What follows belongs to an exercise in optimizing a design on an open flow for small area and a short achievable clock period; a production flow would make more cautious choices. In this exercise RTL edits were held to simulation tests only and were not proved equivalent to the original. Power is estimated from default activity; no workload was simulated.

## config.mk

```make
export PLATFORM = sky130hd
export DESIGN_NAME = alu_top
export DESIGN_NICKNAME = alu_top
export VERILOG_FILES = /design/flow/design.v
export SDC_FILE = /design/flow/constraint.sdc
export NUM_CORES = 4
export LEC_CHECK = 0
export ABC_AREA = 1
export CAP_MARGIN = 20
export CORE_MARGIN = 2
export CORE_UTILIZATION = 40
export SETUP_SLACK_MARGIN = 4.5
export SLEW_MARGIN = 20
```

## constraint.sdc

```tcl
create_clock -name core_clock -period 10.5 [get_ports {clk}]
set_input_delay 2.1000 -clock core_clock [delete_from_list [all_inputs] [get_ports {clk}]]
set_output_delay 2.1000 -clock core_clock [all_outputs]
set_load 0.01 [all_outputs]
```

## design.v

```verilog
package aluOpPkg;
    typedef enum logic [2-1:0] {
        UNIT_NONE  = 2'b00,
        UNIT_ARITH = 2'b01,
        UNIT_LOGIC = 2'b10,  
        UNIT_BITS  = 2'b11   
    } aluUnit_e;
    typedef enum logic [2+4-1:0] {
        ALU_NOP    = 6'h00,
        ALU_ADD    = 6'h10,
        ALU_SUB    = 6'h11,
        ALU_INCA   = 6'h12,
        ALU_DECA   = 6'h13,
        ALU_NEG    = 6'h14,
        ALU_ABS    = 6'h15,
        ALU_SLT    = 6'h16,
        ALU_SLTU   = 6'h17,
        ALU_MIN    = 6'h18,
        ALU_MINU   = 6'h19,
        ALU_MAX    = 6'h1a,
        ALU_MAXU   = 6'h1b,  
        ALU_AND    = 6'h20,
        ALU_OR     = 6'h21,
        ALU_XOR    = 6'h22,
        ALU_NAND   = 6'h23,
        ALU_NOR    = 6'h24,
        ALU_XNOR   = 6'h25,
        ALU_ANDN   = 6'h26,
        ALU_ORN    = 6'h27,
        ALU_XORN   = 6'h28,
        ALU_NOT    = 6'h29,
        ALU_SLL    = 6'h30,
        ALU_SRL    = 6'h31,
        ALU_SRA    = 6'h32,
        ALU_ROL    = 6'h33,
        ALU_ROR    = 6'h34,
        ALU_CLZ    = 6'h35,
        ALU_CTZ    = 6'h36,
        ALU_PCNT   = 6'h37,
        ALU_BITREV = 6'h38,
        ALU_BSWAP  = 6'h39
    } aluOp_e;
    typedef struct packed {
        aluUnit_e                   unit;
        logic [4-1:0] func;
    } aluOpFields_s;
    typedef union packed {
        aluOp_e       op;
        aluOpFields_s fields;
    } aluOpWord_u;
    localparam int arithFuncCount = 12;
    localparam int logicFuncCount = 10;
    localparam int bitsFuncCount  = 10;
    function automatic logic [2-1:0] unitOf(
            input logic [2+4-1:0] word);
        logic [2-1:0] unit;
        logic [4-1:0] func;
        logic                       known;
        unit = word[4 +: 2];
        func = word[4-1:0];
        case (unit)
            UNIT_ARITH: known = func < arithFuncCount;
            UNIT_LOGIC: known = func < logicFuncCount;
            UNIT_BITS:  known = func < bitsFuncCount;
            default:    known = 1'b0;
        endcase
        unitOf = known ? unit : UNIT_NONE;
    endfunction
endpackage
package aluResultPkg;
    typedef struct packed {
        logic carryOut;    
        logic overflow;
        logic evenParity;  
        logic oddParity;
        logic sign;
        logic zero;
    } aluFlags_s;
    typedef struct packed {
        logic [32-1:0] opA;
        logic [32-1:0] opB;
        logic                  cIn;
        logic [2+4-1:0] op;  
    } aluRequest_s;
    typedef struct packed {
        logic [32-1:0] value;
        logic                  carryOut;
        logic                  overflow;
    } unitResult_s;
    typedef struct packed {
        logic [32-1:0] result;
        aluFlags_s             flags;
        logic                  outValid;
    } aluResponse_s;
endpackage
module alu_top (
    input  logic                       clk,
    input  logic                       reset,
    input  logic                       enable,
    input  logic [2+4-1:0] op,
    input  logic [32-1:0]      opA,
    input  logic [32-1:0]      opB,
    input  logic                       cIn,
    output logic [32-1:0]      result,
    output logic [6-1:0] flags,
    output logic                       outValid
);
    logic [1:0] unit;
    logic [3:0] fn;
    assign unit = op[5:4];
    assign fn   = op[3:0];
    logic isArith, isLogic, isBits;
    assign isArith = (unit == 2'b01) && (fn < 4'd12);
    assign isLogic = (unit == 2'b10) && (fn < 4'd10);
    assign isBits  = (unit == 2'b11) && (fn < 4'd10);
    logic        useB, invY, invX, addC, selP, selG;
    logic [31:0] x, y, p, g, sum;
    logic        cout;
    assign useB = unit[1] ? ~(fn[3] & fn[0]) : (fn[3] | ~(fn[2] ^ fn[1]));
    assign invY = unit[1] ? (fn[3] | fn[2] | (fn[1] & fn[0]))
                          : (fn[3] | (fn[2] & fn[1]) | (~fn[2] & fn[0]));
    assign invX = unit[1] ? (~fn[3] & (fn[2] ? (~fn[1] & ~fn[0]) : (fn[1] & fn[0])))
                          : (~fn[3] & fn[2] & ~fn[1]);
    assign addC = fn[3] | fn[2] | (fn[1] ? ~fn[0] : (cIn ^ fn[0]));
    assign selP = isLogic & (fn != 4'd0) & (fn != 4'd4) & (fn != 4'd6);
    assign selG = isLogic & ((fn == 4'd0) | (fn == 4'd1) | (fn == 4'd3) | (fn == 4'd4)
                           | (fn == 4'd6) | (fn == 4'd7));
    assign x = opA ^ {32{invX}};
    assign y = (opB & {32{useB}}) ^ {32{invY}};
    assign p = x ^ y;
    assign g = x & y;
    logic [31:0] G, P;
    always_comb begin
        G = g;
        P = p;
        G[0] = g[0] | (p[0] & addC);
        for (int l = 0; l < 5; l++) begin
            for (int i = 0; i < 32; i++) begin
                if ((i % (2 << l)) == (2 << l) - 1) begin
                    G[i] = G[i] | (P[i] & G[i - (1 << l)]);
                    P[i] = P[i] & P[i - (1 << l)];
                end
            end
        end
        for (int l = 3; l >= 0; l--) begin
            for (int i = 0; i < 32; i++) begin
                if ((i % (2 << l)) == (1 << l) - 1 && i >= (2 << l)) begin
                    G[i] = G[i] | (P[i] & G[i - (1 << l)]);
                    P[i] = P[i] & P[i - (1 << l)];
                end
            end
        end
    end
    assign sum  = p ^ {G[30:0], addC};
    assign cout = G[31];
    logic addCarry, addOvf;
    assign addCarry = (fn[3:2] == 2'b00) & (cout ^ fn[0]);
    assign addOvf   = ((fn[3:2] == 2'b00) | (fn == 4'd5))
                    & (x[31] == y[31]) & (sum[31] != x[31]);
    logic ltFlip, pickFlip, lt, pickA;
    assign ltFlip   = ~fn[0] & (opA[31] ^ opB[31]);
    assign pickFlip = ltFlip ^ fn[1];
    assign lt       = ~(cout ^ ltFlip);
    assign pickA    = ~(cout ^ pickFlip);
    logic [31:0] logicRes;
    assign logicRes = ({32{selP}} & p) | ({32{selG}} & g);
    logic        left, revIn, isRot, fill;
    logic [4:0]  r;
    logic [31:0] rev, xin, rot, shiftRes, bswap;
    assign left  = (fn == 4'd0) | (fn == 4'd3);
    assign revIn = left | (fn == 4'd5) | (fn == 4'd8);
    assign isRot = (fn == 4'd3) | (fn == 4'd4);
    assign fill  = (fn == 4'd2) & opA[31];
    assign r     = (fn == 4'd8) ? 5'd0 : opB[4:0];
    always_comb begin
        for (int i = 0; i < 32; i++) rev[i] = opA[31-i];
        for (int i = 0; i < 4; i++) bswap[8*i +: 8] = opA[24-8*i +: 8];
    end
    assign xin = revIn ? rev : opA;
    always_comb begin
        logic [31:0] t, n;
        t = xin;
        for (int k = 0; k < 5; k++) begin
            for (int i = 0; i < 32; i++) begin
                if (i + (1 << k) < 32)
                    n[i] = r[k] ? t[i + (1 << k)] : t[i];
                else
                    n[i] = r[k] ? (isRot ? t[i + (1 << k) - 32] : fill) : t[i];
            end
            t = n;
        end
        rot = t;
        for (int i = 0; i < 32; i++) shiftRes[i] = left ? rot[31-i] : rot[i];
    end
    logic [5:0] tz;
    always_comb begin
        logic [31:0] v1;
        logic [15:0] v2;
        logic [7:0]  v4;
        logic [3:0]  v8;
        logic [1:0]  v16;
        logic [0:0]  c2  [16];
        logic [1:0]  c4  [8];
        logic [2:0]  c8  [4];
        logic [3:0]  c16 [2];
        logic [4:0]  c32;
        v1 = xin;
        for (int i = 0; i < 16; i++) begin
            v2[i] = v1[2*i] | v1[2*i+1];
            c2[i] = ~v1[2*i];
        end
        for (int i = 0; i < 8; i++) begin
            v4[i] = v2[2*i] | v2[2*i+1];
            c4[i] = v2[2*i] ? {1'b0, c2[2*i]} : {1'b1, c2[2*i+1]};
        end
        for (int i = 0; i < 4; i++) begin
            v8[i] = v4[2*i] | v4[2*i+1];
            c8[i] = v4[2*i] ? {1'b0, c4[2*i]} : {1'b1, c4[2*i+1]};
        end
        for (int i = 0; i < 2; i++) begin
            v16[i] = v8[2*i] | v8[2*i+1];
            c16[i] = v8[2*i] ? {1'b0, c8[2*i]} : {1'b1, c8[2*i+1]};
        end
        c32 = v16[0] ? {1'b0, c16[0]} : {1'b1, c16[1]};
        tz  = (v16[0] | v16[1]) ? {1'b0, c32} : 6'd32;
    end
    logic [5:0] pc;
    always_comb begin
        logic [1:0] p2 [16];
        logic [2:0] p3 [8];
        logic [3:0] p4 [4];
        logic [4:0] p5 [2];
        for (int i = 0; i < 16; i++) p2[i] = {1'b0, opA[2*i]} + {1'b0, opA[2*i+1]};
        for (int i = 0; i < 8; i++)  p3[i] = {1'b0, p2[2*i]} + {1'b0, p2[2*i+1]};
        for (int i = 0; i < 4; i++)  p4[i] = {1'b0, p3[2*i]} + {1'b0, p3[2*i+1]};
        for (int i = 0; i < 2; i++)  p5[i] = {1'b0, p4[2*i]} + {1'b0, p4[2*i+1]};
        pc = {1'b0, p5[0]} + {1'b0, p5[1]};
    end
    logic [31:0] bitsRes;
    always_comb begin
        case (fn)
            4'd5, 4'd6: bitsRes = {26'd0, tz};
            4'd7:       bitsRes = {26'd0, pc};
            4'd9:       bitsRes = bswap;
            default:    bitsRes = shiftRes;
        endcase
    end
    logic [31:0] early, value;
    logic        known, selArith, selSum, selSlt, selMM, selAbsA, selMinA, selMinB, selBits, load;
    assign selArith = isArith & ~reset;
    assign selSum   = selArith & ((fn[3:2] == 2'b00) | (fn == 4'd4) | ((fn == 4'd5) & opA[31]));
    assign selAbsA  = selArith & (fn == 4'd5) & ~opA[31];
    assign selSlt   = selArith & (fn[3:1] == 3'b011);
    assign selMM    = selArith & fn[3];
    assign selMinA  = (pickA ? selMM : 1'b0) | selAbsA;
    assign selMinB  = pickA ? 1'b0 : selMM;
    assign selBits  = isBits & ~reset;
    assign known    = (isArith | isLogic | isBits) & ~reset;
    assign early    = ({32{selSum}} & sum)
                    | ({32{~reset}} & logicRes)
                    | ({32{selBits}}  & bitsRes);
    assign value    = early | ({32{selMinA}} & opA) | ({32{selMinB}} & opB)
                    | {31'd0, selSlt & lt};
    assign load     = enable | reset;
    logic carryQ, ovfQ, knownQ;
    always_ff @(posedge clk) begin
        outValid <= enable & ~reset;
        if (load) begin
            result <= value;
            carryQ <= selArith & addCarry;
            ovfQ   <= selArith & addOvf;
            knownQ <= known;
        end
    end
    logic oddQ;
    assign oddQ  = ^result;
    assign flags = {carryQ, ovfQ, knownQ & ~oddQ, oddQ, result[31], knownQ & ~|result};
endmodule
```

## flow/run.sh

```bash
#!/bin/bash
# The standard layout, with three changes: no full/half adder cells
# (ADDER_MAP_FILE left empty, so ABC maps the adder logic itself), plain
# buffers (instead of the slow delay-cell default) buffer the ports, and after
# timing repair the resizer downsizes gates on paths with the most slack.
set -euo pipefail
export BUFFER_PORTS_ARGS="-buffer_cell sky130_fd_sc_hd__buf_2"
export RECOVER_POWER=20
bash standard.sh ADDER_MAP_FILE= finish > standard_flow.log 2>&1
```

## standard.sh

```bash
#!/bin/bash
# synth_recipe.tcl (not shown) runs the flow's synth.tcl, then flattens the netlist and writes it again
# the make line also repeats each setting of config.mk as NAME=value (left out here)
make -C /OpenROAD-flow-scripts/flow DESIGN_CONFIG=/design/flow/config.mk WORK_HOME=/design/flow/orfs CLKGATE_MAP_FILE= SYNTH_SCRIPT=/design/flow/synth_recipe.tcl "${@:-finish}"
```

==> results of run 1 <==
## critical path, stage by stage
cell and delay, ns:
sky130_fd_sc_hd__buf_2 0.15, sky130_fd_sc_hd__inv_1 0.14, sky130_fd_sc_hd__nor2_2 0.08, sky130_fd_sc_hd__nor2_1 0.19, sky130_fd_sc_hd__nand2_1 0.13, sky130_fd_sc_hd__buf_12 0.19, sky130_fd_sc_hd__nand3_2 0.10, sky130_fd_sc_hd__buf_12 0.26
sky130_fd_sc_hd__nand2_1 0.10, sky130_fd_sc_hd__o21ai_1 0.13, sky130_fd_sc_hd__inv_1 0.10, sky130_fd_sc_hd__o21ai_0 0.19, sky130_fd_sc_hd__inv_1 0.09, sky130_fd_sc_hd__o21ai_0 0.38, sky130_fd_sc_hd__o21ai_0 0.18, sky130_fd_sc_hd__o21ai_0 0.30
sky130_fd_sc_hd__o21ai_0 0.12, sky130_fd_sc_hd__o21ai_1 0.26, sky130_fd_sc_hd__o21ai_0 0.16, sky130_fd_sc_hd__a21oi_1 0.26, sky130_fd_sc_hd__a21oi_1 0.16, sky130_fd_sc_hd__nand4_1 0.11
## stage by stage
| stage | power [mW] | area [um2] | setup WS [ns] | utilization [%] |
|---|---|---|---|---|
| 6_report | 1.247 | 10580 | 4.752 | 44.79 |
| 5_1_grt | 1.354 | 10580 | 4.505 | 44.79 |
| 4_1_cts | 1.225 | 10500 | 4.513 | 44.48 |
| 3_5_place_dp | 1.057 | 10340 | 3.995 | 43.77 |
| 3_3_place_gp | 1.049 | 10340 | 3.953 | 43.77 |
| 2_1_floorplan | 0.8415 | 9676 | 5.396 | - |
## final cells by class
class	count	area [um2]	area share (%)
clock buffer	8	156.4	1.479
inverter	217	829.5	7.843
multi-input combinational	1494	7415	70.11
sequential	36	1071	10.13
tap	319	399.1	3.774
timing repair buffer	128	698.2	6.601
timing repair inverter	1	7.507	0.07098
## worst paths after layout
check / endpoint / startpoint
hold / removal: outValid / enable
setup / recovery: result[14] / op[0]
## registers in the layout, summed over array words and instances, names as in the netlist
name	flops
carryQ	1
knownQ	1
outValid	1
ovfQ	1
result	32
## what timing repair did
action | CTS | global route
setup endpoints to repair | 30 | 33
buffers inserted | 0 | 2
gates resized for setup | 5 | 55
cloned | 0 | 1
## cells in the final DEF, fill, tap and decap left out, types with 37 or more instances in the layout
master / count
sky130_fd_sc_hd__nand2_1: 627
sky130_fd_sc_hd__o21ai_0: 223
sky130_fd_sc_hd__inv_1: 200
sky130_fd_sc_hd__nor2_1: 124
sky130_fd_sc_hd__nand3_1: 113
sky130_fd_sc_hd__a21oi_1: 93
sky130_fd_sc_hd__buf_2: 90
sky130_fd_sc_hd__xnor2_1: 53
sky130_fd_sc_hd__xor2_1: 42
sky130_fd_sc_hd__o21ai_1: 37
## power by group through the flow
stage                     Combinational (mW)  Clock [mW]  Sequential, mW
after detailed placement               0.853           0           0.204
final                                  0.879       0.167           0.201
after global routing                   0.981       0.170           0.203
after global placement                 0.846           0           0.203
after CTS                              0.858       0.166           0.201
after floorplan                        0.637           0           0.205
## cell families after synthesis
family,after synthesis,share of synthesized area [%]
and+or+nand+nor,934,39.64
xor gates and xnor gates,100,9.440
DFF,36,11.07
buffers and inverters,303,12.80
muxes,16,1.655
AOI/OAI and AO/OA,444,25.40
## routing by layer
metal	vias up	part of all wire [%]	routed length [um]	track usage [%]
met1	5663	43	18040	44.59
met4	0	3.0	1281	8.926
met2	624	44	18530	51.02
met3	79	10	4222	3.204
li1	6103	-	-	-
met5	-	0	0	0
==> metrics.md, run 1 <==
| Metric | Value |
|---|---|
| Run status | `no timing/DRC/antenna violations` |
| Part of the power in the clock network | `between 10% and 20%` |
| Slew at the pin with the worst max-slew slack | `approximately 1.2 ns` |
| Half-perimeter wire length after placement | `about 34000 um` |
| Bufs on Longest Clock Path | `2` |
| Ys flop type | `sky130_fd_sc_hd__edfxtp_1` |
| Number of unique standard cell types used by synthesis | `between 50 and 60` |
| Post-Route Hold Slack | `between 2 and 2.5 ns` |
| Clock-pin slew on the worst setup and hold paths | `0.05 ns` |
| Syn-to-layout area delta | `9.311%` |
| Total routing resource utilization after global routing | `a little under a third` |
| Number of antenna violations at the first check in global routing | `0` |
| Setup violators final | `0` |
| Die Wd | `159.5 um` |
| Overall overflow remaining after global route | `0` |
| Inserted Diodes | `0` |
| Count of buffers inserted at the top-level ports | `112` |
| Num rows | `56` |
| Synth top area cells | `sky130_fd_sc_hd__nand2_1 24%, sky130_fd_sc_hd__o21ai_0 13%, sky130_fd_sc_hd__edfxtp_1 11%` |
| Max Freq | `between 0.15 and 0.2 GHz` |
| Most common cell in the synthesized netlist | `sky130_fd_sc_hd__nand2_1` |
| Number of endpoints with negative hold slack in the final report | `0` |
| Number of fill cells | `2659` |
| Number of buffers inserted during clock tree synthesis | `5` |
| H-tree lvl count | `2` |
| Average footprint of a synthesized cell | `5.279 um2` |
| Max rail drop VDD | `around 0.14 mV` |
| TritonCTS clock tree | `done` |
| Leakage power | `5.126 nW` |
| Syn nets | `1907` |
| Share of Yosys cell area claimed by the top area cell type | `about a quarter` |
| Async set-or-reset flop fraction in the synthesized netlist | `0%` |
| Cell type with the largest total area after synthesis | `sky130_fd_sc_hd__nand2_1` |
| Floorplan die area | `roughly 25000 um2` |
| Min-Delay Path Class | `in -> reg` |
| Routed length per instance | `between 15 and 20 um` |
| Type of element launching the critical path | `primary input` |
| Minimum clock period | `around 5.7 ns` |
| Sink Count | `36` |
| Final Net Count | `roughly 2000` |
| Critical path capture point type | `flop` |
| Max Cap Viol | `0` |
| Cell count of the worst hold path | `3` |
| Number of hold buffers added after cts | `0` |
| Power density over the cells | `~120 nW/um2` |
| Setup repair after global routing missed its margin | `false` |
| Post-route DRC | `0` |
| Maximum number of pins on one net before global-route repair | `65` |
| Number of enable-type register cells in the synthesized netlist | `35` |
| Worst Path Arrival | `between 5 and 6 ns` |
| Post-synthesis cell count | `around 1800` |
| Height of the die | `~160 um` |
| Internal cell power | `~0.57 mW` |
| Sum of routed wire length over all layers | `about 42000 um` |
| First-pass GRT wire length | `63590 um` |
| Placeable core region | `about 24000 um2` |
| Relative contribution of combinational cells to total power | `between 70% and 80%` |
| Summed instance area of the synthesized netlist | `between 9000 and 10000 um2` |
| Setup total negative slack | `0 ns` |
| Count of placed standard cells including taps | `approximately 2200` |
| Setup CP Type | `in -> reg` |
| TritonRoute pass-1 iters | `9` |
| Ratio of routed vias to standard cells | `between 5 and 6` |
| Detail Route Antenna Nets | `0` |
| Final-report max-slew violation count | `0` |
| I/O pin count | `113` |
| Fraction of final layout cells sized beyond drive strength 1 | `under 10%` |
| Share of the yosys chip area belonging to registers | `between 10% and 20%` |
| Required time reported for the critical path endpoint | `between 10 and 15 ns` |
| Slew HR | `roughly 17%` |
| Final critical-path share of the clock period | `a little over half` |
| Count of vias placed by the detailed router | `12469` |
| Sw power | `slightly below 0.7 mW` |
| Net Sw Frac | `between 50% and 60%` |
| Total of warnings raised by yosys | `9` |
| Final instance count without filler cells | `around 2200` |
| Synth top cells by count | `629 x sky130_fd_sc_hd__nand2_1, 254 x sky130_fd_sc_hd__o21ai_0, 203 x sky130_fd_sc_hd__inv_1` |
| Global placer's final weighted congestion | `between 1 and 1.5` |
| Flip-flop and latch count after synthesis | `36` |
| Starting utilization of the core area | `40.98%` |
| Maximum fanout along the worst path | `64` |
| Seq pwr share | `between 15 and 20%` |
| Vias in the first global route | `between 10000 and 15000` |
| Buffer cell driving the clock tree root | `sky130_fd_sc_hd__clkbuf_16` |
| Detailed Route Iter0 Violations | `approximately 1500` |
==> run 2: changes to the inputs <==
--- a/flow/run.sh
+++ b/flow/run.sh
@@ -5,5 +5,5 @@
 # timing repair the resizer downsizes gates on paths with the most slack.
 set -euo pipefail
 export BUFFER_PORTS_ARGS="-buffer_cell sky130_fd_sc_hd__buf_2"
-export RECOVER_POWER=20
+export RECOVER_POWER=50
 bash standard.sh ADDER_MAP_FILE= finish > standard_flow.log 2>&1
==> run 2 against run 1 <==
Now fails the layout checks on capacitance limit, slew limit; critical path depth shrank 1; synthesized cell count is the same; sequential cell count is the same; fmax grew 0.15%; wire length grew 0.13%; worst setup slack gained 0.0087 ns; sequential share of layout area is essentially flat; critical endpoint is now result[5]; synthesized area is the same; non-clock buffer count is the same; cell area shrank 0.21%.
==> metrics.md, run 2 <==
| Metric | Value |
|---|---|
| Die Wd | `~160 um` |
| Post-route DRC | `0` |
| Vias in the first global route | `10911` |
| Final Net Count | `1957` |
| Number of flip-flops in the largest register | `32` |
| Count of vias placed by the detailed router | `roughly 12000` |
| Clock-pin slew on the worst setup and hold paths | `roughly 0.05 ns` |
| Setup total negative slack | `0 ns` |
| Half-perimeter wire length after placement | `around 34000 um` |
| Slew HR | `-44.90%` |
| Bufs on Longest Clock Path | `2` |
| Critical path capture point type | `flop` |
| Count of buffers inserted at the top-level ports | `112` |
| Min-Delay Path Class | `in -> reg` |
| Final critical-path share of the clock period | `a little over half` |
| Syn-to-layout area delta | `9.078%` |
| Setup repair after global routing missed its margin | `false` |
| Number of endpoints with negative hold slack in the final report | `0` |
| Max Freq | `0.1742 GHz` |
| Worst Path Arrival | `5.89 ns` |
| Inserted Diodes | `0` |
| Average footprint of a synthesized cell | `~5.3 um2` |
| Synth top area cells | `sky130_fd_sc_hd__nand2_1 24%, sky130_fd_sc_hd__o21ai_0 13%, sky130_fd_sc_hd__edfxtp_1 11%` |
| Routed length per instance | `19.12 um` |
| Sum of routed wire length over all layers | `between 40000 and 50000 um` |
| Floorplan die area | `roughly 25000 um2` |
| Placeable core region | `between 20000 and 25000 um2` |
| Share of Yosys cell area claimed by the top area cell type | `around a quarter` |
| Syn nets | `~1900` |
| Ratio of routed vias to standard cells | `around 5.7` |
| Max Cap Viol | `1` |
| Buffer cell driving the clock tree root | `sky130_fd_sc_hd__clkbuf_16` |
| Number of fill cells | `roughly 2700` |
| Height of the die | `approximately 160 um` |
| Number of hold buffers added after cts | `0` |
| Detailed Route Iter0 Violations | `1508` |
| Setup CP Type | `in -> reg` |
| Total of warnings raised by yosys | `9` |
| Flip-flop and latch count after synthesis | `36` |
| I/O pin count | `113` |
| Run status | `failed layout checks` |
| Leakage power | `between 5 and 6 nW` |
| Ys flop type | `sky130_fd_sc_hd__edfxtp_1` |
| TritonCTS clock tree | `done` |
| Sink Count | `36` |
| Fraction of final layout cells sized beyond drive strength 1 | `under 10%` |
| Detail Route Antenna Nets | `0` |
| Slew at the pin with the worst max-slew slack | `approximately 2.2 ns` |
| Num rows | `56` |
| First-pass GRT wire length | `roughly 64000 um` |
| Final-report max-slew violation count | `36` |
| Failing layout criteria | `capacitance limit, slew limit` |
| Cell type with the largest total area after synthesis | `sky130_fd_sc_hd__nand2_1` |
| Number of enable-type register cells in the synthesized netlist | `35` |
| Type of element launching the critical path | `primary input` |
| Summed instance area of the synthesized netlist | `9676 um2` |
| Register with the most flip-flops | `result` |
| Synth top cells by count | `629 x sky130_fd_sc_hd__nand2_1, 254 x sky130_fd_sc_hd__o21ai_0, 203 x sky130_fd_sc_hd__inv_1` |
| Async set-or-reset flop fraction in the synthesized netlist | `0%` |
| Minimum clock period | `5.739 ns` |
| H-tree lvl count | `2` |
| Overall Power | `approximately 1.2 mW` |
| Number of antenna violations at the first check in global routing | `0` |
| Number of unique standard cell types used by synthesis | `59` |
| Share of the yosys chip area belonging to registers | `around 11%` |
| Overall overflow remaining after global route | `0` |
| Global placer's final weighted congestion | `between 1 and 1.5` |
| TritonRoute pass-1 iters | `6` |
| Setup violators final | `0` |
| Most common cell in the synthesized netlist | `sky130_fd_sc_hd__nand2_1` |
| Post-synthesis cell count | `~1800` |
| Maximum number of pins on one net before global-route repair | `65` |
| Required time reported for the critical path endpoint | `between 10 and 15 ns` |
| Commonest cells after routing, fill and taps aside | `627 x sky130_fd_sc_hd__nand2_1, 223 x sky130_fd_sc_hd__o21ai_0, 200 x sky130_fd_sc_hd__inv_1` |
| Power density over the cells | `approximately 120 nW/um2` |
| Number of buffers inserted during clock tree synthesis | `5` |
| Commonest non-fill, non-tap cell in the layout | `sky130_fd_sc_hd__nand2_1` |
| Total routing resource utilization after global routing | `a little under a third` |
| Max rail drop VDD | `about 0.14 mV` |
| Maximum fanout along the worst path | `64` |
| Starting utilization of the core area | `about two fifths` |
==> run 2: changes by cell type in the layout (fill, tap and decap cells not counted), sizes merged <==
cell	previous run	this run
clkbuf	30	46
buf	106	90
==> run 2: cell families after synthesis <==
family	count (synthesis)	synth area share [%]
AO/OA/AOI/OAI	444	25.40
XOR/XNOR	100	9.440
buffers and inverters	303	12.80
flip-flops	36	11.07
multiplexers	16	1.655
AND/OR/NAND/NOR	934	39.64
==> run 2: critical path, cell delays in order <==
cell and delay [ns]:
sky130_fd_sc_hd__buf_2 0.17, sky130_fd_sc_hd__inv_1 0.12, sky130_fd_sc_hd__nor2_2 0.20, sky130_fd_sc_hd__nor2_1 0.11, sky130_fd_sc_hd__nand2_1 0.11, sky130_fd_sc_hd__buf_12 0.20, sky130_fd_sc_hd__nand3_2 0.12, sky130_fd_sc_hd__buf_12 0.21
sky130_fd_sc_hd__o21ai_0 0.36, sky130_fd_sc_hd__inv_1 0.13, sky130_fd_sc_hd__nand2_1 0.08, sky130_fd_sc_hd__o21ai_0 0.17, sky130_fd_sc_hd__o21ai_0 0.37, sky130_fd_sc_hd__mux2i_1 0.17, sky130_fd_sc_hd__o21ai_0 0.33, sky130_fd_sc_hd__nand2_1 0.08
sky130_fd_sc_hd__o21ai_1 0.18, sky130_fd_sc_hd__a21oi_1 0.12, sky130_fd_sc_hd__a21oi_1 0.24, sky130_fd_sc_hd__nand2_1 0.17, sky130_fd_sc_hd__nand3b_1 0.13
==> run 2: report_power, final <==
part / switching [mW] / internal, mW / leakage [nW]
clock: 0.0672 / 0.101 / 0.0772
combinational: 0.588 / 0.289 / 4.61
sequential: 0.0207 / 0.181 / 0.385
total: 0.676 / 0.571 / 5.07
==> run 2: cell type report <==
cell class	instances	area (um2)	area share [%]
Clock buffer	8	156.4	1.482
Tap cell	319	399.1	3.782
Timing Repair Buffer	128	675.6	6.402
Sequential cell	36	1071	10.15
Multi-Input combinational cell	1494	7415	70.25
Timing Repair inverter	1	7.507	0.07113
Inverter	217	829.5	7.860
==> run 2: worst paths after layout <==
kind	startpoint	endpoint	slack, ns	cells past startpoint
setup / recovery	op[0]	result[5]	4.76	21
hold / removal	enable	outValid	2.04	3
==> run 2: what timing repair did <==
action	in CTS	in global routing
resized for setup	5	55
cloned	0	1
buffers inserted	0	2
endpoints found under the setup margin	30	33
==> run 2: metal layers <==
metal	global-route usage, %	vias up	wire [um]	share of wire, %
li1	-	6102	-	-
met1	44.59	5663	18050	43
met2	51.02	624	18590	44
met3	3.204	75	4197	10
met4	8.926	0	1283	3.0
met5	0	-	0	0
==> run 2: per-stage QoR <==
step	utilization, %	worst slack [ns]	area, um2	hold slack (ns)	cells
5_1_grt	44.70	4.505	10550	2.061	2203
2_1_floorplan	-	5.396	9676	2.225	1833
3_5_place_dp	43.77	3.995	10340	2.325	2192
6_report	44.70	4.761	10550	2.035	2203
3_3_place_gp	43.77	3.953	10340	2.327	2192
4_1_cts	44.48	4.513	10500	2.030	2200
==> run 3: changes to the inputs <==
==> flow/run.sh (replaced) <==
#!/bin/bash
# The standard layout, with three changes: no full/half adder cells
# (ADDER_MAP_FILE left empty, so ABC maps the adder logic itself), plain
# buffers (instead of the slow delay-cell default) buffer the ports, and the
# resizer may swap a cell for one of another footprint.
set -euo pipefail
export BUFFER_PORTS_ARGS="-buffer_cell sky130_fd_sc_hd__buf_2"
bash standard.sh ADDER_MAP_FILE= MATCH_CELL_FOOTPRINT=0 finish > standard_flow.log 2>&1
==> run 3 against run 2 <==
The run now finishes clean; clock power is essentially flat; final cell count is essentially flat; cell area grew 0.63%; via count grew 0.75%; sequential cell count is the same; global-route usage is the same; synthesized area is the same; largest cell class unchanged.
==> metrics.md, run 3 <==
| Metric | Value |
|---|---|
| Syn-to-layout area delta | `9.763%` |
| Ordered cell list for the critical path | `buf_2 > inv_1 > nor2_2 > nor2_1 > nand2_1 > buf_12 > nand3_2 > buf_12 > o21ai_0 > o21ai_1 > nand2_1 > o21ai_0 > nand2_1 > o21ai_0 > o21ai_0 > o21ai_0 > o21ai_1 > o21ai_0 > a21oi_1 > a21oi_1 > nand4_1` |
| End-of-flow core utilization | `around 45%` |
| Run status | `no timing/DRC/antenna violations` |
| Buffer cell driving the clock tree root | `sky130_fd_sc_hd__clkbuf_16` |
| Synth top area cells | `sky130_fd_sc_hd__nand2_1 24%, sky130_fd_sc_hd__o21ai_0 13%, sky130_fd_sc_hd__edfxtp_1 11%` |
| Syn nets | `1907` |
| Post-synthesis cell count | `approximately 1800` |
| TritonCTS clock tree | `done` |
| Total of warnings raised by yosys | `9` |
| Maximum number of pins on one net before global-route repair | `between 60 and 70` |
| Worst Path Arrival | `between 5 and 6 ns` |
| Half-perimeter wire length after placement | `approximately 34000 um` |
| Number of antenna violations at the first check in global routing | `0` |
| Vias in the first global route | `roughly 11000` |
| Placeable core region | `23610 um2` |
| I/O pin count | `roughly 110` |
| Post-Route Hold Slack | `between 2 and 2.5 ns` |
| Detailed Route Iter0 Violations | `between 1000 and 1500` |
| Async set-or-reset flop fraction in the synthesized netlist | `0%` |
| Setup total negative slack | `0 ns` |
| Fraction of final layout cells sized beyond drive strength 1 | `between 10% and 20%` |
| Detail Route Antenna Nets | `0` |
| Overall overflow remaining after global route | `0` |
| CP Launch Point | `op[0]` |
| Slew HR | `39.76%` |
| Setup repair after global routing missed its margin | `false` |
| Required time reported for the critical path endpoint | `roughly 11 ns` |
| Final Net Count | `approximately 2000` |
| Commonest non-fill, non-tap cell in the layout | `sky130_fd_sc_hd__nand2_1` |
| Ratio of routed vias to standard cells | `around 5.7` |
| Final instance count without filler cells | `2205` |
| Number of enable-type register cells in the synthesized netlist | `35` |
| Maximum fanout along the worst path | `64` |
| Setup violators final | `0` |
| Share of Yosys cell area claimed by the top area cell type | `24.40%` |
| Overall Power | `~1.3 mW` |
| Bufs on Longest Clock Path | `2` |
| Worst Hold Launch | `enable` |
| Starting utilization of the core area | `40.98%` |
| Synth top cells by count | `629 x sky130_fd_sc_hd__nand2_1, 254 x sky130_fd_sc_hd__o21ai_0, 203 x sky130_fd_sc_hd__inv_1` |
| Global placer's final weighted congestion | `between 1 and 1.5` |
| Num rows | `56` |
| Leakage power | `between 5 and 6 nW` |
| Number of hold buffers added after cts | `0` |
| Inserted Diodes | `0` |
| Post-route DRC | `0` |
| Clock-pin slew on the worst setup and hold paths | `around 0.050 ns` |
| First-pass GRT wire length | `~64000 um` |
| Slew at the pin with the worst max-slew slack | `around 0.9 ns` |
| Cell type with the largest total area after synthesis | `sky130_fd_sc_hd__nand2_1` |
| Floorplan die area | `roughly 25000 um2` |
| Flip-flop and latch count after synthesis | `36` |
| Summed instance area of the synthesized netlist | `just under 10000 um2` |
| TritonRoute pass-1 iters | `6` |
| Count of vias placed by the detailed router | `roughly 13000` |
| Critical path capture point type | `flop` |
| Max Cap Viol | `0` |
| Final critical-path share of the clock period | `between 50% and 60%` |
| Power density over the cells | `about 120 nW/um2` |
| Minimum clock period | `about 5.8 ns` |
| Sink Count | `36` |
| Number of unique standard cell types used by synthesis | `59` |
| Average footprint of a synthesized cell | `~5.3 um2` |
| Setup CP Type | `in -> reg` |
| Count of buffers inserted at the top-level ports | `approximately 110` |
| Routed length per instance | `19.13 um` |
| Type of element launching the critical path | `primary input` |
| Commonest cells after routing, fill and taps aside | `627 x sky130_fd_sc_hd__nand2_1, 224 x sky130_fd_sc_hd__o21ai_0, 200 x sky130_fd_sc_hd__inv_1` |
| CP max-delay cell | `sky130_fd_sc_hd__o21ai_0` |
| Most Frequent Cell on Critical Path | `sky130_fd_sc_hd__o21ai_0` |
| Die Wd | `159.5 um` |
| H-tree lvl count | `2` |
| Min-Delay Path Class | `in -> reg` |
| Height of the die | `approximately 160 um` |
| Max rail drop VDD | `~0.14 mV` |
| Max Freq | `roughly 0.17 GHz` |
| Sum of routed wire length over all layers | `~42000 um` |
| Number of flip-flops in the largest register | `32` |
| Ys flop type | `sky130_fd_sc_hd__edfxtp_1` |
| Largest stage delay on the critical path | `0.50 ns` |
| Most common cell in the synthesized netlist | `sky130_fd_sc_hd__nand2_1` |
| Total routing resource utilization after global routing | `31.60%` |
| Count of placed standard cells including taps | `between 2000 and 2500` |
| Number of endpoints with negative hold slack in the final report | `0` |
| Share of the yosys chip area belonging to registers | `~11%` |
| Number of buffers inserted during clock tree synthesis | `5` |
| Register with the most flip-flops | `result` |
| Final-report max-slew violation count | `0` |
-- run 3: changes by cell type in the layout (fill, tap and decap cells not counted), sizes merged --
cell	change
clkbuf	-38
clkinvlp	+2
buf	+39
inv	-1
-- run 3: worst paths after layout --
path,end,slack (ns),cells after the start
max,result[14],4.70,21
min,outValid,2.03,3
-- run 3: metal layers --
metal / wire length (um) / vias up / GRT usage [%]
met2: 18740 / 636 / 51.02
met5: 0 / - / 0
li1: - / 6113 / -
met1: 18150 / 5739 / 44.59
met3: 4069 / 70 / 3.204
met4: 1221 / 0 / 8.926
-- run 3: area by class of cell --
type / count / area, um2
sequential: 36 / 1071
timing repair inverter: 2 / 15.01
inverter: 217 / 830.8
multi-input combinational: 1494 / 7415
fill: 2639 / 12990
tap: 319 / 399.1
clock buffer: 8 / 156.4
timing repair buffer: 129 / 733.2
-- run 3: stage by stage --
stage          setup slack (ns)  instance area, um2
2_1_floorplan             5.396                9676
3_3_place_gp              3.953               10340
3_5_place_dp              3.995               10340
4_1_cts                   4.513               10510
5_1_grt                   4.506               10620
6_report                  4.697               10620
-- run 3: worst max-delay path: cells and delay by family --
family	cells	cell delay, ns
AND/OR/NAND/NOR	7	0.85
buffers and inverters	4	0.68
AO/OA/AOI/OAI	10	2.28
-- run 3: repair_timing --
action                                  CTS  global route
resized for setup                         5            54
gates cloned                              0             2
endpoints found under the setup margin   30            33
buffers inserted                          0             3
-- run 3: logic make-up after synthesis --
logic type	count (synthesis)	synth area share, %
xor gates and xnor gates	100	9.440
and+or+nand+nor	934	39.64
muxes	16	1.655
DFF	36	11.07
buffers and inverters	303	12.80
AOI/OAI and AO/OA	444	25.40
-- run 3: power by group --
group          switching, mW  total [mW]  internal (mW)  leakage (nW)
combinational          0.588       0.882          0.294          4.74
clock                 0.0662       0.168          0.101        0.0772
sequential            0.0204       0.201          0.180         0.385
==> run 4: changes to the inputs <==
--- a/design.v
+++ b/design.v
@@ -136,17 +136,9 @@
         G[0] = g[0] | (p[0] & addC);
         for (int l = 0; l < 5; l++) begin
             for (int i = 0; i < 32; i++) begin
-                if ((i % (2 << l)) == (2 << l) - 1) begin
-                    G[i] = G[i] | (P[i] & G[i - (1 << l)]);
-                    P[i] = P[i] & P[i - (1 << l)];
-                end
-            end
-        end
-        for (int l = 3; l >= 0; l--) begin
-            for (int i = 0; i < 32; i++) begin
-                if ((i % (2 << l)) == (1 << l) - 1 && i >= (2 << l)) begin
-                    G[i] = G[i] | (P[i] & G[i - (1 << l)]);
-                    P[i] = P[i] & P[i - (1 << l)];
+                if ((i >> l) & 1) begin
+                    G[i] = G[i] | (P[i] & G[((i >> l) << l) - 1]);
+                    P[i] = P[i] & P[((i >> l) << l) - 1];
                 end
             end
         end
==> flow/run.sh (replaced) <==
#!/bin/bash
# The standard layout, with two changes: no full/half adder cells
# (ADDER_MAP_FILE left empty, so ABC maps the adder logic itself), and plain
# buffers (instead of the slow delay-cell default) buffer the ports.
set -euo pipefail
export BUFFER_PORTS_ARGS="-buffer_cell sky130_fd_sc_hd__buf_2"
bash standard.sh ADDER_MAP_FILE= finish > standard_flow.log 2>&1
==> run 4 against run 3 <==
Core utilization grew 0.66 points; combinational power up 3.5%; fmax grew 1.1%; count of clock-buffer cells in the layout fell by 2; critical path type unchanged.
==> metrics.md, run 4 <==
| Metric | Value |
|---|---|
| Run status | `no timing/DRC/antenna violations` |
| Starting utilization of the core area | `40.64%` |
| Slew at the pin with the worst max-slew slack | `roughly 0.93 ns` |
| Net Sw Frac | `between 50% and 60%` |
| Final critical-path share of the clock period | `between 50% and 60%` |
| Syn nets | `1930` |
| Num rows | `between 50 and 60` |
| Flip-flop and latch count after synthesis | `36` |
| Floorplan die area | `25910 um2` |
| Leakage power | `between 5 and 6 nW` |
| I/O pin count | `roughly 110` |
| Post-synthesis cell count | `around 1900` |
| Number of buffers inserted during clock tree synthesis | `5` |
| CP max-delay cell | `sky130_fd_sc_hd__o21ai_0` |
| Detailed Route Iter0 Violations | `about 1300` |
| Most Frequent Cell on Critical Path | `sky130_fd_sc_hd__o21ai_0` |
| Setup CP Type | `in -> reg` |
| Number of flip-flops in the largest register | `32` |
| Slew HR | `~38%` |
| Clock-pin slew on the worst setup and hold paths | `roughly 0.06 ns` |
| Summed instance area of the synthesized netlist | `approximately 9900 um2` |
| Global placer's final weighted congestion | `about 0.98` |
| Relative contribution of combinational cells to total power | `approximately 71%` |
| Number of unique standard cell types used by synthesis | `61` |
| Count of vias placed by the detailed router | `12778` |
| Fraction of final layout cells sized beyond drive strength 1 | `around an eighth` |
| Ratio of routed vias to standard cells | `5.667` |
| TritonRoute pass-1 iters | `9` |
| Min-Delay Path Class | `in -> reg` |
| Worst Path Arrival | `5.89 ns` |
| First-pass GRT wire length | `63690 um` |
| Synth top area cells | `sky130_fd_sc_hd__nand2_1 24%, sky130_fd_sc_hd__o21ai_0 12%, sky130_fd_sc_hd__edfxtp_1 11%` |
| Setup total negative slack | `0 ns` |
| Max rail drop VDD | `roughly 0.12 mV` |
| Sw power | `between 0.6 and 0.7 mW` |
| Height of the die | `between 150 and 200 um` |
| Part of the power in the clock network | `13.3%` |
| Bufs on Longest Clock Path | `2` |
| Max Freq | `0.1742 GHz` |
| Seq pwr share | `roughly 15%` |
| Largest stage delay on the critical path | `0.52 ns` |
| Number of antenna violations at the first check in global routing | `0` |
| Worst Hold Launch | `enable` |
| Type of element launching the critical path | `primary input` |
| Most common cell in the synthesized netlist | `sky130_fd_sc_hd__nand2_1` |
| Minimum clock period | `around 5.7 ns` |
| Syn-to-layout area delta | `12.29%` |
| Half-perimeter wire length after placement | `~33000 um` |
| Cell type with the largest total area after synthesis | `sky130_fd_sc_hd__nand2_1` |
| Maximum number of pins on one net before global-route repair | `49` |
| Number of endpoints with negative hold slack in the final report | `0` |
| Number of enable-type register cells in the synthesized netlist | `35` |
| Ordered cell list for the critical path | `buf_2 > clkinv_1 > nor2_2 > nor2_1 > nand2_1 > buf_12 > nand3_4 > o21ai_0 > o21ai_1 > nand2_1 > o21ai_0 > o21ai_0 > o21ai_0 > o21ai_0 > inv_1 > nand2_1 > o21ai_0 > o21ai_0 > nand3_1 > nand2_1 > nor2_1 > nand3_1` |
| Vias in the first global route | `10910` |
| Share of Yosys cell area claimed by the top area cell type | `between 20% and 30%` |
| Max Cap Viol | `0` |
| Sink Count | `36` |
| Synth top cells by count | `630 x sky130_fd_sc_hd__nand2_1, 244 x sky130_fd_sc_hd__o21ai_0, 208 x sky130_fd_sc_hd__inv_1` |
| Cell count of the worst hold path | `3` |
| Average footprint of a synthesized cell | `5.310 um2` |
| Share of the yosys chip area belonging to registers | `between 10% and 20%` |
| Overall Power | `1.282 mW` |
| Commonest cells after routing, fill and taps aside | `628 x sky130_fd_sc_hd__nand2_1, 218 x sky130_fd_sc_hd__o21ai_0, 206 x sky130_fd_sc_hd__inv_1` |
| Required time reported for the critical path endpoint | `roughly 11 ns` |
| Internal cell power | `0.5976 mW` |
| Buffer cell driving the clock tree root | `sky130_fd_sc_hd__clkbuf_16` |
| Placeable core region | `about 24000 um2` |
| Count of buffers inserted at the top-level ports | `around 110` |
| Setup repair after global routing missed its margin | `false` |
| Number of hold buffers added after cts | `0` |
| Register with the most flip-flops | `result` |
| Critical path capture point type | `flop` |
| Maximum fanout along the worst path | `36` |
| TritonCTS clock tree | `done` |
| H-tree lvl count | `2` |
| Routed length per instance | `19.16 um` |
| Post-route DRC | `0` |
| Setup violators final | `0` |
| Total routing resource utilization after global routing | `31.54%` |
| Async set-or-reset flop fraction in the synthesized netlist | `0%` |
| Hold Path End | `outValid` |
| Total of warnings raised by yosys | `9` |
| Final-report max-slew violation count | `0` |
| Detail Route Antenna Nets | `0` |
| Ys flop type | `sky130_fd_sc_hd__edfxtp_1` |
| Power density over the cells | `~120 nW/um2` |
| Final Net Count | `~2000` |
| Sum of routed wire length over all layers | `43200 um` |
| Overall overflow remaining after global route | `0` |
| Commonest non-fill, non-tap cell in the layout | `sky130_fd_sc_hd__nand2_1` |
| Die Wd | `roughly 160 um` |
==> run 4: cell types whose count changed in the layout (fill, tap and decap cells not counted), moves of 5 or more <==
cell / before / now
sky130_fd_sc_hd__o22ai_1: 15 / 20
sky130_fd_sc_hd__xor2_1: 42 / 49
sky130_fd_sc_hd__nor2_4: 1 / 8
sky130_fd_sc_hd__o21ai_0: 224 / 218
sky130_fd_sc_hd__buf_4: 12 / 28
sky130_fd_sc_hd__nand2_2: 4 / 13
sky130_fd_sc_hd__nor2_1: 124 / 107
sky130_fd_sc_hd__xnor2_1: 53 / 48
sky130_fd_sc_hd__nor2_2: 7 / 16
sky130_fd_sc_hd__inv_1: 200 / 206
sky130_fd_sc_hd__nand3_1: 113 / 120
sky130_fd_sc_hd__o21ai_1: 36 / 28
==> run 4: repair_timing <==
| action | 4_1_cts | 5_1_grt |
|---|---|---|
| hold endpoints to repair | 0 | 0 |
| gates cloned | 1 | 7 |
| setup buffers | 0 | 16 |
| setup endpoints to repair | 32 | 34 |
| gates resized for setup | 19 | 40 |
| pin swaps | 1 | 3 |
==> run 4: power groups by stage <==
stage | Sequential (mW) | Clock [mW] | Combinational [mW]
final | 0.198 | 0.171 | 0.913
after global routing | 0.200 | 0.178 | 1.01
after CTS | 0.198 | 0.172 | 0.879
after detailed placement | 0.201 | 0 | 0.872
after global placement | 0.201 | 0 | 0.863
after floorplan | 0.204 | 0 | 0.653
==> run 4: logic make-up after synthesis <==
kind of cell    share of synthesized area, %
mux                                    1.422
compound gates                         24.92
xor+xnor                               8.951
flops                                  10.87
buf+inv                                12.73
simple gates                           41.10
==> run 4: cell type report <==
| cell class | count | area (um2) |
|---|---|---|
| tap | 324 | 405.4 |
| timing repair buffer | 146 | 880.8 |
| fill | 2734 | 13180 |
| sequential | 36 | 1071 |
| timing repair inverter | 2 | 15.01 |
| clock buffer | 6 | 128.9 |
| clock inverter | 2 | 35.03 |
| multi-input combinational | 1517 | 7680 |
| inverter | 221 | 847.1 |
| antenna | 1 | 2.502 |
==> run 4: how the worst max path moves through the flow <==
stage                     start  cells after the start         end  slack [ns]
after floorplan           op[3]                     26  result[25]        5.40
after global placement    op[1]                     19   result[6]        3.46
after detailed placement  op[1]                     20   result[6]        3.38
after CTS                 op[2]                     31  result[13]        4.48
after global routing      op[2]                     31  result[13]        4.49
final                     op[1]                     22  result[11]        4.76
==> run 4: metal layers <==
layer	routed length (um)	share of wire, %	global-route usage [%]
met5	0	0	0
met4	1542	3.6	10.43
met3	4087	9.5	2.918
met2	19310	45	51.27
met1	18260	42	43.91
==> run 4: through the flow <==
stage | cells | setup slack, ns | hold WS [ns] | utilization (%) | cell area (um2)
6_report | 2255 | 4.760 | 2.036 | 45.63 | 11070
5_1_grt | 2254 | 4.485 | 2.075 | 45.62 | 11060
4_1_cts | 2231 | 4.478 | 2.040 | 44.37 | 10760
3_5_place_dp | 2222 | 3.384 | 2.333 | 43.48 | 10540
3_3_place_gp | 2222 | 3.463 | 2.325 | 43.48 | 10540
2_1_floorplan | 1856 | 5.398 | 2.225 | - | 9854
==> run 4: critical path, delay by kind of cell <==
family,cells,cell delay (ns)
buf+inv,4,0.65
compound gates,8,1.88
simple gates,10,1.25
==> run 5: changes to the inputs <==
--- a/design.v
+++ b/design.v
@@ -136,9 +136,17 @@
         G[0] = g[0] | (p[0] & addC);
         for (int l = 0; l < 5; l++) begin
             for (int i = 0; i < 32; i++) begin
-                if ((i >> l) & 1) begin
-                    G[i] = G[i] | (P[i] & G[((i >> l) << l) - 1]);
-                    P[i] = P[i] & P[((i >> l) << l) - 1];
+                if ((i % (2 << l)) == (2 << l) - 1) begin
+                    G[i] = G[i] | (P[i] & G[i - (1 << l)]);
+                    P[i] = P[i] & P[i - (1 << l)];
+                end
+            end
+        end
+        for (int l = 3; l >= 0; l--) begin
+            for (int i = 0; i < 32; i++) begin
+                if ((i % (2 << l)) == (1 << l) - 1 && i >= (2 << l)) begin
+                    G[i] = G[i] | (P[i] & G[i - (1 << l)]);
+                    P[i] = P[i] & P[i - (1 << l)];
                 end
             end
         end
@@ -169,19 +177,25 @@
         for (int i = 0; i < 4; i++) bswap[8*i +: 8] = opA[24-8*i +: 8];
     end
     assign xin = revIn ? rev : opA;
-    always_comb begin
-        logic [31:0] t, n;
-        t = xin;
-        for (int k = 0; k < 5; k++) begin
-            for (int i = 0; i < 32; i++) begin
-                if (i + (1 << k) < 32)
-                    n[i] = r[k] ? t[i + (1 << k)] : t[i];
-                else
-                    n[i] = r[k] ? (isRot ? t[i + (1 << k) - 32] : fill) : t[i];
-            end
-            t = n;
-        end
-        rot = t;
+    logic [3:0] selLo, selMid;
+    assign selLo  = 4'b0001 << r[1:0];
+    assign selMid = 4'b0001 << r[3:2];
+    always_comb begin
+        logic [31:0] t1, t2;
+        for (int i = 0; i < 32; i++) begin
+            t1[i] = 1'b0;
+            for (int d = 0; d < 4; d++)
+                t1[i] = t1[i] | (selLo[d] & ((i + d < 32) ? xin[i + d]
+                                             : (isRot ? xin[i + d - 32] : fill)));
+        end
+        for (int i = 0; i < 32; i++) begin
+            t2[i] = 1'b0;
+            for (int d = 0; d < 4; d++)
+                t2[i] = t2[i] | (selMid[d] & ((i + 4*d < 32) ? t1[i + 4*d]
+                                              : (isRot ? t1[i + 4*d - 32] : fill)));
+        end
+        for (int i = 0; i < 32; i++)
+            rot[i] = r[4] ? ((i + 16 < 32) ? t2[i + 16] : (isRot ? t2[i - 16] : fill)) : t2[i];
         for (int i = 0; i < 32; i++) shiftRes[i] = left ? rot[31-i] : rot[i];
     end
     logic [5:0] tz;
==> run 5 against run 4 <==
Count of clock-buffer cells in the layout rose by 1; final cell count is 1.7% lower; power barely moved; largest cell class unchanged; largest power group unchanged.
==> metrics.md, run 5 <==
| Metric | Value |
|---|---|
| Detail Route Antenna Nets | `0` |
| Ratio of routed vias to standard cells | `about 5.9` |
| Synth top cells by count | `553 x sky130_fd_sc_hd__nand2_1, 196 x sky130_fd_sc_hd__inv_1, 177 x sky130_fd_sc_hd__nor2_1` |
| Final instance count without filler cells | `~2200` |
| Count of placed standard cells including taps | `between 2000 and 2500` |
| Cell count of the worst hold path | `3` |
| Commonest cells after routing, fill and taps aside | `552 x sky130_fd_sc_hd__nand2_1, 194 x sky130_fd_sc_hd__inv_1, 160 x sky130_fd_sc_hd__nor2_1` |
| Placeable core region | `about 24000 um2` |
| Maximum fanout along the worst path | `40` |
| Critical path buffers and inverters | `4` |
| Ordered cell list for the critical path | `buf_2 > inv_1 > nor2_2 > nor2_1 > nand2_1 > buf_12 > nand3_4 > clkbuf_16 > o21ai_2 > o22ai_1 > nor2_2 > o22ai_1 > nor2_1 > o21ai_0 > o21ai_0 > o211ai_1 > a31oi_1 > o2111ai_1` |
| Register with the most flip-flops | `result` |
| Summed instance area of the synthesized netlist | `9731 um2` |
| Total of warnings raised by yosys | `9` |
| Max Freq | `0.1708 GHz` |
| Count of buffers inserted at the top-level ports | `~110` |
| Die Wd | `160.0 um` |
| Number of antenna violations at the first check in global routing | `1` |
| Final worst setup slack | `4.646 ns` |
| Num rows | `between 50 and 60` |
| Global placer's final weighted congestion | `slightly above 1` |
| Min-Delay Path Class | `in -> reg` |
| Number of buffers inserted during clock tree synthesis | `5` |
| Setup repair after global routing missed its margin | `false` |
| Worst Path Arrival | `about 5.9 ns` |
| Overall overflow remaining after global route | `0` |
| Number of enable-type register cells in the synthesized netlist | `35` |
| Commonest non-fill, non-tap cell in the layout | `sky130_fd_sc_hd__nand2_1` |
| Starting utilization of the core area | `approximately two fifths` |
| I/O pin count | `roughly 110` |
| Worst slack, placed | `roughly 3.3 ns` |
| Share of the yosys chip area belonging to registers | `about 11%` |
| Count of vias placed by the detailed router | `between 10000 and 15000` |
| Detailed Route Iter0 Violations | `about 1600` |
| Synth top area cells | `sky130_fd_sc_hd__nand2_1 21%, sky130_fd_sc_hd__edfxtp_1 11%, sky130_fd_sc_hd__inv_1 7.6%` |
| Leakage power | `5.191 nW` |
| Design area | `around 11000 um2` |
| Number of endpoints with negative hold slack in the final report | `0` |
| Worst Hold Launch | `enable` |
| CP max-delay cell | `sky130_fd_sc_hd__o21ai_0` |
| Routed length per instance | `20.37 um` |
| Floorplan die area | `~26000 um2` |
| Required time reported for the critical path endpoint | `~11 ns` |
| Syn-to-layout area delta | `13.31%` |
| Final-report max-slew violation count | `0` |
| Final Net Count | `slightly below 2000` |
| Max Cap Viol | `0` |
| Share of Yosys cell area claimed by the top area cell type | `21.33%` |
| Fraction of final layout cells sized beyond drive strength 1 | `around 14%` |
| Placed Instance Area | `between 10000 and 15000 um2` |
| Run status | `no timing/DRC/antenna violations` |
| TritonRoute pass-1 iters | `6` |
| Slew at the pin with the worst max-slew slack | `between 0.9 and 1 ns` |
| Half-perimeter wire length after placement | `between 30000 and 40000 um` |
| Clock-pin slew on the worst setup and hold paths | `0.06 ns` |
| Async set-or-reset flop fraction in the synthesized netlist | `0%` |
| Buffer cell driving the clock tree root | `sky130_fd_sc_hd__clkbuf_16` |
| Power density over the cells | `about 120 nW/um2` |
| H-tree lvl count | `2` |
| Post-synthesis cell count | `between 1500 and 2000` |
| Setup CP Type | `in -> reg` |
| Sum of routed wire length over all layers | `around 45000 um` |
| Critical path's top delay family | `compound AO/OA/AOI/OAI gates` |
| Number of hold buffers added after cts | `0` |
| Most common cell in the synthesized netlist | `sky130_fd_sc_hd__nand2_1` |
| Maximum number of pins on one net before global-route repair | `40` |
| Setup total negative slack | `0 ns` |
| Cell type with the largest total area after synthesis | `sky130_fd_sc_hd__nand2_1` |
| Type of element launching the critical path | `primary input` |
| Flip-flop and latch count after synthesis | `36` |
| Final critical-path share of the clock period | `roughly 56%` |
| Post-route DRC | `0` |
| Slew HR | `roughly a third` |
| Setup violators final | `0` |
| Vias in the first global route | `between 10000 and 15000` |
| Ys flop type | `sky130_fd_sc_hd__edfxtp_1` |
| Bufs on Longest Clock Path | `2` |
| Number of flip-flops in the largest register | `32` |
| Sink Count | `36` |
| Max rail drop VDD | `about 0.14 mV` |
| Critical path capture point type | `flop` |
| Minimum clock period | `just under 6 ns` |
| Largest stage delay on the critical path | `between 0.4 and 0.5 ns` |
| Height of the die | `between 150 and 200 um` |
| Total routing resource utilization after global routing | `approximately a third` |
| Number of unique standard cell types used by synthesis | `60` |
| First-pass GRT wire length | `between 60000 and 70000 um` |
| TritonCTS clock tree | `done` |
| Cell count along the critical path | `18` |
| Syn nets | `between 1500 and 2000` |
| Hold Path End | `outValid` |
| Average footprint of a synthesized cell | `5.335 um2` |
## run 5: changes by cell type in the layout (fill, tap and decap cells not counted), sizes merged, moves of 8 or more
cell / before / now
mux2i: 14 / 1
nand2: 648 / 564
nor2: 131 / 190
nor3: 12 / 21
o2111ai: 7 / 15
o21ai: 252 / 161
o22ai: 20 / 92
## run 5: layout make-up
| cell class | count | area [um2] |
|---|---|---|
| fillers | 2667 | 13080 |
| multi-input cells | 1488 | 7706 |
| flip-flops and latches | 36 | 1071 |
| repair buffers | 142 | 863.3 |
| inverters | 216 | 827.0 |
| well taps | 324 | 405.4 |
| clock buffers | 7 | 132.6 |
| repair inverters | 2 | 12.51 |
| clock inverters | 1 | 5.005 |
| diodes | 1 | 2.502 |
## run 5: worst max-delay path by stage
stage / end / slack (ns) / from
after global placement: result[31] / 3.20 / op[0]
after global routing: result[8] / 4.51 / op[1]
after CTS: result[8] / 4.50 / op[1]
after floorplan: result[31] / 5.55 / op[0]
final: result[14] / 4.65 / op[1]
after detailed placement: result[21] / 3.31 / op[1]
## run 5: layer usage
metal / part of all wire [%] / track usage (%) / wire length, um
met4: 4.1 / 12.04 / 1859
met2: 45 / 55.61 / 20290
met1: 41 / 44.46 / 18630
met5: 0 / 0 / 0
met3: 9.7 / 4.390 / 4384
## run 5: report_power, final
part,leakage (nW),internal (mW),switching [mW]
combinational,4.74,0.312,0.623
clock,0.0679,0.0878,0.0598
sequential,0.385,0.180,0.0188
total,5.19,0.581,0.702
## run 5: cells by family after synthesis
group           after synthesis  synth area share [%]
simple gates                950                 40.97
compound gates              438                 26.49
buf+inv                     302                 12.70
xor+xnor                     97                 8.731
flops                        36                 11.01
mux                           1                0.1029
## run 5: worst min-delay path: cells and delay by family
family                 cells  cell delay, ns
buffers and inverters      2            0.11
and+or+nand+nor            1            0.07
## run 5: timing repair
item | in CTS | in global routing
resized for setup | 45 | 57
gates cloned | 1 | 5
endpoints found under the setup margin | 34 | 33
buffers inserted | 2 | 8
pin swaps | 2 | 1
## run 5: per-stage QoR
stage / hold WS (ns) / util (%) / power, mW
final: 2.036 / 45.74 / 1.283
after floorplan: 2.225 / - / 0.8552
after global placement: 2.331 / 43.25 / 1.082
after global routing: 2.055 / 45.73 / 1.385
after CTS: 2.036 / 44.30 / 1.244
after detailed placement: 2.325 / 43.25 / 1.085

## separate check: timing with driven ports
How much do the figures lean on ideal ports? The routed layouts below were timed once more, with nothing changed but the port constraints.
Step 1 assumes that a clkbuf_16 drives the clock port and a buf_2 every other input.
Step 2, shift: input delay + t, output delay - t, t = (earliest + latest rising clock arrival at the registers) / 2. This alone moves slack from input paths to output paths.
a / b / c = ideal ports / drivers / drivers and shift; a / b = the first two.
run	t (ns)	setup slack, ns	worst hold slack (ns)	worst setup path after step 2	clock arrival spread, ns
run 1	0.333	4.752 / 4.771 / 4.438	2.036 / 2.017 / 2.350	input to register	0.016 / 0.016
run 2	0.335	4.761 / 4.777 / 4.442	2.035 / 2.016 / 2.351	input to register	0.018 / 0.017
run 3	0.333	4.697 / 4.712 / 4.379	2.034 / 2.015 / 2.348	input to register	0.015 / 0.014
run 4	0.324	4.760 / 4.774 / 4.451	2.036 / 2.017 / 2.341	input to register	0.010 / 0.009
run 5	0.324	4.646 / 4.661 / 4.337	2.036 / 2.023 / 2.347	input to register	0.006 / 0.007
For run 2, which loses most, drivers alone change the setup slack by +0.016 ns; drivers and shift together by -0.319 ns.
